From an optimization exercise on the open Yosys and OpenROAD flow, aimed at small area, a short achievable clock period and few clock cycles per item; shortcuts taken in it are not production practice.
Function was checked by simulation only, so behaviour that the tests miss may differ from the original.
The clock port is modelled as an ideal driver, which makes a skipped or thinned clock tree look cheaper than it is; a real chip needs a root buffer or a tree.
Power figures rest on the tool's default switching activity, not on a simulated workload.

run A:
## fetch_top
module fetch_top #(
    parameter int LO_W    = 6,
    parameter int CREDITS = 2
) (
    input  logic        clk,
    input  logic        rst_n_i,
    input  logic        redirect_valid_i,
    input  logic [31:0] redirect_pc_i,
    input  logic        credit_return_i,
    input  logic [7:0]  mem_data_i,
    output logic        fetch_valid_o,
    output logic [31:0] fetch_pc_o,
    output logic [31:0] fetch_insn_o,
    output logic        mem_rd_o,
    output logic [31:0] mem_addr_o
);
    localparam int LO = LO_W + 2;
    logic [31:LO]   hi_q;
    logic [LO-1:2]  rd_lo_q;
    logic [LO-1:2]  dl_lo_q;
    logic [1:0]     off_q;       
    logic [31:0]    insn_q;      
    logic           done_q;      
    logic           valid_q;     
    logic           carry_q;     
    logic [1:0]     occ_q;       
    logic           room;
    logic           last;
    logic           take;
    logic           wrap;
    assign room = (occ_q + {1'b0, valid_q}) < 2'(CREDITS);
    assign last = (off_q == 2'd3) && !carry_q;
    assign take = last && room;
    assign wrap = &rd_lo_q;
    always_ff @(posedge clk) begin
        if (!rst_n_i) begin
            hi_q    <= '0;
            rd_lo_q <= '0;
            off_q   <= 2'd0;
            done_q  <= 1'b0;
            valid_q <= 1'b0;
  ...
For scale: about 300 cells after synthesis, roughly 75 flip-flops, about 140 I/O pins.
export LEC_CHECK = 0
export ABC_CLOCK_PERIOD_IN_PS = 2400
export CAP_MARGIN = 20
export CORE_MARGIN = 2
export CORE_UTILIZATION = 40
export SETUP_SLACK_MARGIN = 4.6
export SLEW_MARGIN = 20
create_clock -name core_clock -period 7.0 [get_ports {clk}]
standard.sh (not shown) runs the stock make flow with config.mk's settings and CLKGATE_MAP_FILE= SYNTH_SCRIPT=/design/flow/synth_recipe.tcl, a recipe that flattens the netlist after the stock synthesis.
==> flow/flow/run.sh <==
#!/bin/bash
# standard layout, with plain buf_1 port buffers instead of the default choice
set -euo pipefail
export BUFFER_PORTS_ARGS="-buffer_cell sky130_fd_sc_hd__buf_1"
bash standard.sh > flow_standard.log 2>&1
Run A: PASS, flow complete, no timing, DRC or antenna violations
Testbench counts of run A, summed over its fixed seeds: cycles 69,980, items 16,000.
Changes in run B relative to run A:
# run A
export LEC_CHECK = 0
export ABC_CLOCK_PERIOD_IN_PS = 2400
export CAP_MARGIN = 20
export CORE_MARGIN = 2
export CORE_UTILIZATION = 40
export SETUP_SLACK_MARGIN = 4.6
export SLEW_MARGIN = 20
create_clock -name core_clock -period 7.0 [get_ports {clk}]
# run B
export LEC_CHECK = 0
export ABC_AREA = 1
export ABC_CLOCK_PERIOD_IN_PS = 2400
export CAP_MARGIN = 20
export CORE_MARGIN = 2
export CORE_UTILIZATION = 40
export SETUP_SLACK_MARGIN = 4.6
export SLEW_MARGIN = 20
create_clock -name core_clock -period 7.0 [get_ports {clk}]
-- flow/flow/run.sh --
<<< run A, line 2
# standard layout, with plain buf_1 port buffers instead of the default choice
>>> run B, line 2
# standard layout with plain buf_1 port buffers and adjusted clock tree options
<<< run A, line 5
>>> run B, line 5
export CTS_ARGS="-sink_clustering_enable -repair_clock_nets -dont_use_dummy_load"
### Flow results
- Run B ended up with a higher total routing resource utilization after global routing than run A did.
- Internal cell power of run B falls short of that of run A by more than 10%.
- Reported for run B and run A, max-slew violation count turned out identical to the last digit.
- NOTE wire length after detailed routing run A->run B increased by more than a quarter
- Run B against run A: fraction of area in registers down 3.8 points; synthesized area up about 13%.
- Capturing instance or port of the critical path: mem_addr_o[19] -> run B, mem_addr_o[10] -> run A
Inputs modified between run B and run C:
# run B
export LEC_CHECK = 0
export ABC_AREA = 1
export ABC_CLOCK_PERIOD_IN_PS = 2400
export CAP_MARGIN = 20
export CORE_MARGIN = 2
export CORE_UTILIZATION = 40
export SETUP_SLACK_MARGIN = 4.6
export SLEW_MARGIN = 20
create_clock -name core_clock -period 7.0 [get_ports {clk}]
# run C
export LEC_CHECK = 0
export ABC_CLOCK_PERIOD_IN_PS = 2400
export CAP_MARGIN = 20
export CORE_MARGIN = 2
export CORE_UTILIZATION = 40
export SETUP_SLACK_MARGIN = 4.6
export SLEW_MARGIN = 20
create_clock -name core_clock -period 7.0 [get_ports {clk}]
Findings:
- For inserted tap cell count, dividing the value from run C by the value from run B gives 0.943.
- On run C: cell count after synthesis is 28% lower than what run B gave.
- Diff run B -> run C: met1 usage shows a reduction of 3.0 points, via-per-instance ratio now larger, number of non-filler instances in the completed layout fell 130, average instance area after synthesis rose by about 22%.
- The core utilization on run B is in line with that on run C.
What run D does differently from run C at the input level:
-- flow/flow/run.sh --
<<< run C, line 5
export CTS_ARGS="-sink_clustering_enable -repair_clock_nets -dont_use_dummy_load"
>>> run D, line 5
export CTS_ARGS="-sink_clustering_enable -repair_clock_nets -dont_use_dummy_load -sink_clustering_size 80 -sink_clustering_max_diameter 400 -sink_clustering_levels 1"
Notes after the runs:
Cell area came out exactly the same in run C and run D.
Per the comparison of run D with run C, number of nets in the layout ~0 delta; largest vdd supply drop ~0 delta; portion of total power attributed to combinational logic ~0 delta.
On post-cts repair resize count, run C and run D are neck and neck.
Total number of sequential cells came out exactly the same in run C and run D.
As far as switching part of the total power goes, run C and run D are indistinguishable; the numbers are identical.
Diff run C..run D | via count | unchanged
Run D: PASS, flow complete, no timing, DRC or antenna violations
Run D against run C: horizontal die dimension held steady, number of top-level design ports held steady, post-route minimum period held steady.

========
== the previous run ==
fetch_top again, from the RTL that the note above started with.
Settings: LEC_CHECK=0, CAP_MARGIN=20, CORE_MARGIN=2, CORE_UTILIZATION=40, PLACE_DENSITY=0.8, SETUP_SLACK_MARGIN=4.75, SLEW_MARGIN=20; clock period 7.0 ns.
==> flow/flow/run.sh <==
#!/bin/bash
# standard layout with plain buf_1 port buffers and a one-level clock tree
set -euo pipefail
export BUFFER_PORTS_ARGS="-buffer_cell sky130_fd_sc_hd__buf_1"
export CTS_ARGS="-sink_clustering_enable -repair_clock_nets -dont_use_dummy_load"
export POST_CTS_TCL="$PWD/flow/post_cts.tcl"
bash standard.sh > flow_standard.log 2>&1
Other scripts of this flow, unchanged in this note and not shown: flow/flow/post_cts.tcl
Looking at the reports, the previous run completed the entire flow and the layout it produced met the timing, DRC and antenna checks.
Testbench counts of the previous run, summed over its fixed seeds: cycles 69,980, items 16,000.
For the current run, these inputs were changed with respect to the previous run:
- SLEW_MARGIN: 20 -> 0
- CAP_MARGIN: 20 -> 0
- SETUP_SLACK_MARGIN: 4.75 -> 4.7
Notes after the runs:
- The current run reached the end of the flow, and the finished layout is clean on the timing, DRC and antenna checks.
- Relative to the previous run, sequential share of layout area has increased by 1.5 points in the current run.
- Taking the previous run as the reference, in the current run power per unit of standard cell area moved up; fmax went down by 0.81%; final-layout worst hold slack neither gained nor lost much.
- Final cell count was lower in the current run than in the previous run.
- Looking at global routing usage on met1, the current run sits below the previous run.
- Compared with the previous run, the current run shows a lower via count.
- In the final reports, the cell area of the current run is smaller than that of the previous run.
- Changes observed in the current run relative to the previous run: maximum fanout along the worst path was more or less identical, total power draw went down by about 1.2%, fraction of power consumed by combinational cells went down by 1.8 points.
In every run of this note, the design's own scripts or RTL, not TritonCTS, make the clock network.

## separate check: timing with driven ports
No port has a modelled driver above. Below, the same layouts with a new extraction and two added sets of constraints. Step 1, drivers: a clkbuf_16 drives clk and a buf_2 each remaining input, both assumed. Step 2 also shifts input and output timing later by t, the mid clock arrival at the registers, as if the neighbouring blocks saw the same clock. Three values: ideal ports, drivers, drivers and shift; two values: the first two.
run	shift t [ns]	setup WS [ns]	hold slack, ns
run A	0.369	4.653 / 4.624 / 4.417	0.342 / 0.342 / 0.342
run B	0.363	4.644 / 4.616 / 4.374	0.339 / 0.339 / 0.339
run C	0.363	4.667 / 4.637 / 4.395	0.328 / 0.328 / 0.328
run D	0.363	4.667 / 4.637 / 4.395	0.328 / 0.328 / 0.328
the previous run	0.221	4.816 / 4.830 / 4.620	0.353 / 0.353 / 0.353
the current run	0.220	4.798 / 4.781 / 4.603	0.353 / 0.353 / 0.353
After both steps setup and hold are still met in every run listed.
